Context: an optimization exercise on an open-source flow, tuned for small area, a short achievable clock period and few clock cycles. The choices shown serve that exercise and are no tape-out recipe.
Only simulation tests tie the RTL to the original design; equivalence was not proved.
Power and IR drop assume default switching activity.

Setup of the reference run:
Design lfu_page_cache_directory, start of the top module:
module lfu_page_cache_directory (
	input  logic        clk,
	input  logic        arst_n,
	input  logic        cfg_valid,
	output logic        cfg_ready,
	input  logic [4:0]  cfg_active_slots,
	input  logic        req_valid,
	output logic        req_ready,
	input  logic        req_func,
	input  logic [31:0] req_page_number,
	input  logic        req_is_write,
	output logic        res_valid,
	input  logic        res_ready,
	output logic [3:0]  res_slot,
	output logic        res_hit,
	output logic        res_fill_needed,
	output logic        res_writeback_valid,
	output logic [3:0]  res_writeback_slot,
	output logic [31:0] res_writeback_page,
	output logic        res_last
);
Size: about 3700 cells after synthesis, about 1000 flip-flops, roughly 91 I/O pins, about 48000 sq um of cells after synthesis.
Settings: LEC_CHECK=0, CAP_MARGIN=20, CORE_MARGIN=2, CORE_UTILIZATION=40, SETUP_SLACK_MARGIN=4.5, SLEW_MARGIN=20; clock period 8.0 ns.
run.sh (not shown) runs the stock make flow with config.mk's settings and CLKGATE_MAP_FILE= SYNTH_SCRIPT=/design/flow/synth_recipe.tcl, a recipe that flattens the netlist after the stock synthesis.
Testbench counts of the reference run, summed over its fixed seeds: cycles 4,392.
Edits applied to the flow inputs when going from the reference run to the trial run:
-- flow/design.v --
<<< the reference run, line 60
	logic [S-1:0]  cw_q;
	logic          cw_one_q;
	logic          sc_run_q, sc_done_q;
	logic [3:0]    sc_idx_q, sc_vic_q;
	logic [15:0]   sc_min_q;
	function automatic [S-1:0] lowest(input [S-1:0] v);
		logic [S-1:0] p;
>>> the trial run, line 60
	logic [S-1:0]  cw_q;
	logic          cw_one_q;
	logic [S-1:0]  one_q;        
	logic          sc_run_q, sc_done_q, sc_cv_q, sc_ca_q;
	logic [3:0]    sc_idx_q, sc_vic_q, sc_ci_q;
	logic [15:0]   sc_min_q, sc_cur_q;
	function automatic [S-1:0] lowest(input [S-1:0] v);
		logic [S-1:0] p;
<<< the reference run, line 91
			free[i]  = !valid_q[i] && act_q[i];
			dl[i]    = valid_q[i] && dirty_q[i] && act_q[i];
			one[i]   = act_q[i] && (cw_q[i] ? cw_one_q : (cnt_q[i] == 16'd1));
		end
	end
>>> the trial run, line 92
			free[i]  = !valid_q[i] && act_q[i];
			dl[i]    = valid_q[i] && dirty_q[i] && act_q[i];
			one[i]   = act_q[i] && one_q[i];
		end
	end
<<< the reference run, line 110
		end
	end
	assign sc_take = (sc_idx_q == 4'd0) || (act_q[sc_idx_q] && cnt_sel < sc_min_q);
	assign vic_oh = (|one) ? lowest(one) : scv_oh;
	assign vic_ok = (|one) || sc_done_q;
>>> the trial run, line 111
		end
	end
	assign sc_take = sc_cv_q && sc_ca_q && ((sc_ci_q == 4'd0) || sc_cur_q < sc_min_q);
	assign vic_oh = (|one) ? lowest(one) : scv_oh;
	assign vic_ok = (|one) || sc_done_q;
<<< the reference run, line 152
			sc_run_q  <= 1'b0;
			sc_done_q <= 1'b0;
			sc_idx_q  <= '0;
			cw_q      <= '0;
		end else begin
			if (cfg_valid) act_q <= act_mask(cfg_active_slots);
>>> the trial run, line 153
			sc_run_q  <= 1'b0;
			sc_done_q <= 1'b0;
			sc_cv_q   <= 1'b0;
			sc_idx_q  <= '0;
			cw_q      <= '0;
			one_q     <= '0;
		end else begin
			if (cfg_valid) act_q <= act_mask(cfg_active_slots);
<<< the reference run, line 163
			else if (res_ready) o_valid_q <= 1'b0;
			cw_q <= !do_acc ? '0 : hit ? hit_oh : tgt_oh;
			if (sc_run_q && sc_idx_q == 4'd15) sc_run_q <= 1'b0;
			else if (sc_need)                  sc_run_q <= 1'b1;
			if (go)                                 sc_done_q <= 1'b0;
			else if (sc_run_q && sc_idx_q == 4'd15) sc_done_q <= 1'b1;
			if (sc_run_q) sc_idx_q <= sc_idx_q + 4'd1;
			if (do_acc) begin
				if (hit) begin
>>> the trial run, line 166
			else if (res_ready) o_valid_q <= 1'b0;
			cw_q <= !do_acc ? '0 : hit ? hit_oh : tgt_oh;
			if (do_acc) one_q <= hit ? (one_q & ~hit_oh) : (one_q | tgt_oh);
			if (sc_run_q && sc_idx_q == 4'd15) sc_run_q <= 1'b0;
			else if (sc_need && !sc_cv_q)      sc_run_q <= 1'b1;
			if (go)                                sc_done_q <= 1'b0;
			else if (sc_cv_q && sc_ci_q == 4'd15)  sc_done_q <= 1'b1;
			if (sc_run_q) sc_idx_q <= sc_idx_q + 4'd1;
			sc_cv_q <= sc_run_q;
			if (do_acc) begin
				if (hit) begin
<<< the reference run, line 184
	always_ff @(posedge clk) begin
		cw_one_q <= !hit;
		if (sc_run_q && sc_take) begin
			sc_min_q <= cnt_sel;
			sc_vic_q <= sc_idx_q;
		end
		if (take && !from_q) begin
>>> the trial run, line 189
	always_ff @(posedge clk) begin
		cw_one_q <= !hit;
		sc_cur_q <= cnt_sel;
		sc_ci_q  <= sc_idx_q;
		sc_ca_q  <= act_q[sc_idx_q];
		if (sc_take) begin
			sc_min_q <= sc_cur_q;
			sc_vic_q <= sc_ci_q;
		end
		if (take && !from_q) begin
The trial run: flow completed, timing, DRC and antenna clean
For the via count, the trial run came in 16% lower than the reference run did.
Between the trial run and the reference run, it is the trial run whose period utilization is lower, by 2.2 points.
Re required time at the endpoint of the critical path: the reference run and the trial run aren't equal, and the lower value belongs to the trial run.
Comparing the reference run with the trial run, the max-slew violation total from the final report came out essentially unchanged.
The trial run: met3 wire length lower than the reference run
Of the two candidates, the reference run has the worse minimum setup slack among reg-to-reg paths and the trial run the better one.
The trial run vs. the reference run: global-route met3 utilization down 11 points, count of cell instances traversed by the critical path down 3, number of different library cells in the post-synthesis netlist down 8.7%, worst setup slack up 0.18 ns.
The trial run reports a higher clock-buffer cell count than the reference run does.
Cmp the reference run and the trial run / minimum clock period after layout / higher: the reference run
Testbench counts of the trial run, summed over its fixed seeds: cycles 4,394.


## north
The RTL this note starts from:
==> flow/design.v <==
package lfu_pkg;
	localparam int SLOTS      = 16;
	localparam int COUNT_BITS = 16;
	localparam int PAGE_W     = 32;
	localparam int IDX_W      = 4;    
	localparam int NSLOT_W    = 5;    
	typedef struct packed {
		logic             load;         
		logic             track;        
		logic             hit_upd;      
		logic             alloc;        
		logic             flush_take;   
		logic             flush_end;    
		logic [IDX_W-1:0] idx;
	} lfu_cmd_t;
	typedef struct packed {
		logic match;        
		logic dirty_live;   
		logic pend;         
		logic out_free;     
	} lfu_sts_t;
endpackage
module lfu_page_cache_directory (
	input  logic        clk,
	input  logic        arst_n,
	input  logic        cfg_valid,
	output logic        cfg_ready,
	input  logic [4:0]  cfg_active_slots,
	input  logic        req_valid,
	output logic        req_ready,
	input  logic        req_func,
	input  logic [31:0] req_page_number,
	input  logic        req_is_write,
	output logic        res_valid,
	input  logic        res_ready,
	output logic [3:0]  res_slot,
	output logic        res_hit,
	output logic        res_fill_needed,
	output logic        res_writeback_valid,
	output logic [3:0]  res_writeback_slot,
	output logic [31:0] res_writeback_page,
	output logic        res_last
);
	localparam int S = 16;
	logic [S-1:0]  valid_q, dirty_q;
	logic [31:0]   page_q [S];
	logic [15:0]   cnt_q  [S];
	logic [S-1:0]  off_q;        
	logic [S-1:0]  act_q;
	logic          r_valid_q, r_func_q, r_wr_q;
	logic [31:0]   r_page_q;
	logic [S-1:0]  r_match_q;    
	logic          a_valid_q, a_func_q, a_wr_q;
	logic [31:0]   a_page_q;
	logic          b_valid_q, b_func_q, b_wr_q;
	logic [31:0]   b_page_q;
	logic          o_valid_q;
	logic [3:0]    o_slot_q, o_wbs_q;
	logic          o_hit_q, o_fill_q, o_wbv_q, o_last_q;
	logic [31:0]   o_wbp_q;
	logic [S-1:0]  cw_q;
	logic          cw_one_q;
	logic [15:0]   csel_q;       
	logic [S-1:0]  one_q;        
	logic          sc_run_q, sc_done_q, sc_cv_q, sc_ca_q;
	logic [3:0]    sc_idx_q, sc_vic_q, sc_ci_q;
	logic [15:0]   sc_min_q;
	function automatic [S-1:0] lowest(input [S-1:0] v);
		logic [S-1:0] p;
		p = v;
		p = p | (p << 1);
		p = p | (p << 2);
		p = p | (p << 4);
		p = p | (p << 8);
		lowest = v & ~(p << 1);
	endfunction
	function automatic [3:0] enc(input [S-1:0] oh);
		enc = '0;
		for (int i = 0; i < S; i++)
			if (oh[i]) enc = enc | 4'(i);
	endfunction
	function automatic [S-1:0] off_mask(input [4:0] a);
		for (int i = 0; i < S; i++)
			off_mask[i] = !((i == 0) || (a > 5'd16) || (5'(i) < a));
	endfunction
	assign act_q = ~off_q;
	logic [S-1:0]  match, hit_oh, free, free_oh, dl, dl_oh, one, vic_oh, tgt_oh, sel_oh;
	logic          hit, has_free, dl_any, dl_one, vic_ok;
	logic [15:0]   cnt_sel, cnt_inc;
	logic [31:0]   sel_page;
	always_comb begin
		for (int i = 0; i < S; i++) begin
			match[i] = r_match_q[i];
			free[i]  = !valid_q[i] && act_q[i];
			dl[i]    = valid_q[i] && dirty_q[i] && act_q[i];
			one[i]   = act_q[i] && one_q[i];
		end
	end
	assign hit_oh   = lowest(match);
	assign hit      = |match;
	assign free_oh  = lowest(free);
	assign has_free = |free;
	assign dl_oh    = lowest(dl);
	assign dl_any   = |dl;
	assign dl_one   = (dl & ~dl_oh) == '0;
	logic          sc_need, sc_take;
	logic [S-1:0]  ptr_oh, scv_oh;
	assign sc_need = r_valid_q && !r_func_q && !hit && !has_free && !(|one) && !sc_done_q;
	always_comb begin
		for (int i = 0; i < S; i++) begin
			ptr_oh[i] = sc_run_q && (sc_idx_q == 4'(i));
			scv_oh[i] = (sc_vic_q == 4'(i));
		end
	end
	assign sc_take = sc_cv_q && sc_ca_q && ((sc_ci_q == 4'd0) || csel_q < sc_min_q);
	assign vic_oh = (|one) ? lowest(one) : scv_oh;
	assign vic_ok = (|one) || sc_done_q;
	assign tgt_oh = has_free ? free_oh : vic_oh;
	logic out_free, go, do_acc, do_fl, r_done, evict, alloc, take, r_load, a_load;
	assign out_free  = !o_valid_q || res_ready;
	assign go        = r_valid_q && out_free && (r_func_q || hit || has_free || vic_ok);
	assign do_acc    = go && !r_func_q;
	assign do_fl     = go && r_func_q;
	assign alloc     = do_acc && !hit;
	assign evict     = !hit && !has_free;
	assign r_done    = do_acc || (do_fl && (!dl_any || dl_one));
	assign req_ready = !b_valid_q;
	assign take      = req_valid && !b_valid_q;
	assign r_load    = (!r_valid_q || r_done) && a_valid_q;
	assign a_load    = r_load || !a_valid_q;
	assign cfg_ready = 1'b1;
	logic          n_func, n_wr;
	logic [31:0]   n_page;
	assign n_func = a_func_q;
	assign n_wr   = a_wr_q;
	assign n_page = a_page_q;
	assign sel_oh = r_func_q ? dl_oh : evict ? vic_oh : '0;
	always_comb begin
		cnt_sel  = '0;
		sel_page = '0;
		for (int i = 0; i < S; i++) begin
			cnt_sel  = cnt_sel  | (cnt_q[i]  & {16{hit_oh[i] | ptr_oh[i]}});
			sel_page = sel_page | (page_q[i] & {32{sel_oh[i]}});
		end
	end
	assign cnt_inc = cw_one_q ? 16'd1 : (csel_q == 16'hFFFF) ? csel_q : csel_q + 16'd1;
	always_ff @(posedge clk or negedge arst_n) begin
		if (!arst_n) begin
			valid_q   <= '0;
			dirty_q   <= '0;
			off_q     <= '0;
			r_valid_q <= 1'b0;
			a_valid_q <= 1'b0;
			b_valid_q <= 1'b0;
			o_valid_q <= 1'b0;
			sc_run_q  <= 1'b0;
			sc_done_q <= 1'b0;
			sc_cv_q   <= 1'b0;
			sc_idx_q  <= '0;
			cw_q      <= '0;
			one_q     <= '0;
		end else begin
			if (cfg_valid) off_q <= off_mask(cfg_active_slots);
			if (r_load)      r_valid_q <= 1'b1;
			else if (r_done) r_valid_q <= 1'b0;
			if (a_load) a_valid_q <= b_valid_q || take;
			b_valid_q <= !a_load && (b_valid_q || take);
			if (go)             o_valid_q <= 1'b1;
			else if (res_ready) o_valid_q <= 1'b0;
			cw_q <= !do_acc ? '0 : hit ? hit_oh : tgt_oh;
			if (do_acc) one_q <= hit ? (one_q & ~hit_oh) : (one_q | tgt_oh);
			if (sc_run_q && sc_idx_q == 4'd15) sc_run_q <= 1'b0;
			else if (sc_need && !sc_cv_q)      sc_run_q <= 1'b1;
			if (go)                                sc_done_q <= 1'b0;
			else if (sc_cv_q && sc_ci_q == 4'd15)  sc_done_q <= 1'b1;
			if (sc_run_q) sc_idx_q <= sc_idx_q + 4'd1;
			sc_cv_q <= sc_run_q;
			if (do_acc) begin
				if (hit) begin
					if (r_wr_q) dirty_q <= dirty_q | hit_oh;
				end else begin
					valid_q <= valid_q | tgt_oh;
					dirty_q <= r_wr_q ? (dirty_q | tgt_oh) : (dirty_q & ~tgt_oh);
				end
			end
			if (do_fl) begin
				valid_q <= valid_q & ~dl_oh;
				dirty_q <= dirty_q & ~dl_oh;
			end
		end
	end
	always_ff @(posedge clk) begin
		cw_one_q <= !hit;
		csel_q   <= (|(cw_q & hit_oh)) ? cnt_inc : cnt_sel;
		sc_ci_q  <= sc_idx_q;
		sc_ca_q  <= act_q[sc_idx_q];
		if (sc_take) begin
			sc_min_q <= csel_q;
			sc_vic_q <= sc_ci_q;
		end
		if (take) begin
			b_func_q <= req_func;
			b_wr_q   <= req_is_write;
			b_page_q <= req_page_number;
		end
		if (a_load) begin
			a_func_q <= b_valid_q ? b_func_q : req_func;
			a_wr_q   <= b_valid_q ? b_wr_q   : req_is_write;
			a_page_q <= b_valid_q ? b_page_q : req_page_number;
		end
		if (r_load) begin
			r_func_q <= n_func;
			r_wr_q   <= n_wr;
			r_page_q <= n_page;
			for (int i = 0; i < S; i++)
				r_match_q[i] <= act_q[i] && ((alloc && tgt_oh[i]) ? (r_page_q == n_page) :
					(valid_q[i] && !(do_fl && dl_oh[i]) && (page_q[i] == n_page)));
		end
		for (int i = 0; i < S; i++) begin
			if (alloc && tgt_oh[i])
				page_q[i] <= r_page_q;
			if (cw_q[i])
				cnt_q[i] <= cnt_inc;
		end
		if (go) begin
			o_slot_q <= r_func_q ? enc(dl_oh) : hit ? enc(hit_oh) : enc(tgt_oh);
			o_hit_q  <= !r_func_q && hit;
			o_fill_q <= !r_func_q && !hit && !r_wr_q;
			o_wbv_q  <= r_func_q ? dl_any : evict;
			o_wbs_q  <= enc(sel_oh);
			o_wbp_q  <= sel_page;
			o_last_q <= !r_func_q || !dl_any || dl_one;
		end
	end
	assign res_valid           = o_valid_q;
	assign res_slot            = o_slot_q;
	assign res_hit             = o_hit_q;
	assign res_fill_needed     = o_fill_q;
	assign res_writeback_valid = o_wbv_q;
	assign res_writeback_slot  = o_wbs_q;
	assign res_writeback_page  = o_wbp_q;
	assign res_last            = o_last_q;
endmodule
export LEC_CHECK = 0
export CAP_MARGIN = 20
export CORE_MARGIN = 2
export CORE_UTILIZATION = 40
export SETUP_SLACK_MARGIN = 4.5
export SLEW_MARGIN = 20
create_clock -name core_clock -period 8.0 [get_ports {clk}]
north | stages: all done | timing, DRC, antenna: all pass
Testbench counts of north, summed over its fixed seeds: cycles 4,402.
Edits applied to the flow inputs when going from north to south:
diff --git a/flow/design.v b/flow/design.v
--- a/flow/design.v
+++ b/flow/design.v
@@ -45,8 +45,7 @@
 	logic [S-1:0]  valid_q, dirty_q;
 	logic [31:0]   page_q [S];
 	logic [15:0]   cnt_q  [S];
-	logic [S-1:0]  off_q;        
-	logic [S-1:0]  act_q;
+	logic [S-1:0]  act_q;        
 	logic          r_valid_q, r_func_q, r_wr_q;
 	logic [31:0]   r_page_q;
 	logic [S-1:0]  r_match_q;    
@@ -79,11 +78,10 @@
 		for (int i = 0; i < S; i++)
 			if (oh[i]) enc = enc | 4'(i);
 	endfunction
-	function automatic [S-1:0] off_mask(input [4:0] a);
+	function automatic [S-1:0] act_mask(input [4:0] a);
 		for (int i = 0; i < S; i++)
-			off_mask[i] = !((i == 0) || (a > 5'd16) || (5'(i) < a));
+			act_mask[i] = (i == 0) || (a > 5'd16) || (5'(i) < a);
 	endfunction
-	assign act_q = ~off_q;
 	logic [S-1:0]  match, hit_oh, free, free_oh, dl, dl_oh, one, vic_oh, tgt_oh, sel_oh;
 	logic          hit, has_free, dl_any, dl_one, vic_ok;
 	logic [15:0]   cnt_sel, cnt_inc;
@@ -148,7 +146,7 @@
 		if (!arst_n) begin
 			valid_q   <= '0;
 			dirty_q   <= '0;
-			off_q     <= '0;
+			act_q     <= '1;
 			r_valid_q <= 1'b0;
 			a_valid_q <= 1'b0;
 			b_valid_q <= 1'b0;
@@ -160,7 +158,7 @@
 			cw_q      <= '0;
 			one_q     <= '0;
 		end else begin
-			if (cfg_valid) off_q <= off_mask(cfg_active_slots);
+			if (cfg_valid) act_q <= act_mask(cfg_active_slots);
 			if (r_load)      r_valid_q <= 1'b1;
 			else if (r_done) r_valid_q <= 1'b0;
 			if (a_load) a_valid_q <= b_valid_q || take;
Both conditions hold for south: the flow ran to the end and the final layout passed the timing, design-rule and antenna checks.
south ends up with higher share of final layout cell area taken by non-clock buffers than north does.
In the flow results for north and south, the synthesized area is larger on south.
Summary of the comparison: fraction of standard cell area in multi-input logic is higher in south, relative to north.
Between south and north, it is south whose combinational power is lower, by about 23%.
Of the two values seen for path type of the worst setup path, flip-flop to flip-flop was produced by south and primary input to flip-flop by north.
Taking north as the reference point, the routing usage on met3 of south rises by 3.2 points.
Testbench counts of south, summed over its fixed seeds: cycles 4,402.

[what the ideal ports hide]
Ports are ideal in the flow. The routed layouts listed here were re-timed in OpenROAD.
Step 1 (the two cells are an assumption about what drives the block):
set clk [get_ports {clk}]
set_driving_cell -lib_cell sky130_fd_sc_hd__clkbuf_16 $clk
set_driving_cell -lib_cell sky130_fd_sc_hd__buf_2 [delete_from_list [all_inputs] $clk]
Step 2, shift: input delay + t, output delay - t, t = (earliest + latest rising clock arrival at the registers) / 2. This alone moves slack from input paths to output paths.
a / b / c = ideal ports / drivers / drivers and shift; a / b = the first two.
run | shift t [ns] | setup slack, ns | hold WS [ns]
the reference run | 0.816 | 3.936 / 3.936 / 3.410 | 0.497 / 0.497 / 0.497
the trial run | 0.784 | 4.114 / 4.114 / 3.504 | 0.438 / 0.438 / 0.438
north | 0.781 | 4.513 / 4.506 / 3.776 | 0.423 / 0.423 / 0.423
south | 0.803 | 4.306 / 4.306 / 3.820 | 0.423 / 0.423 / 0.423
After both steps setup and hold are still met in every run listed. For north, which loses most, drivers alone change the setup slack by -0.007 ns; drivers and shift together by -0.737 ns.
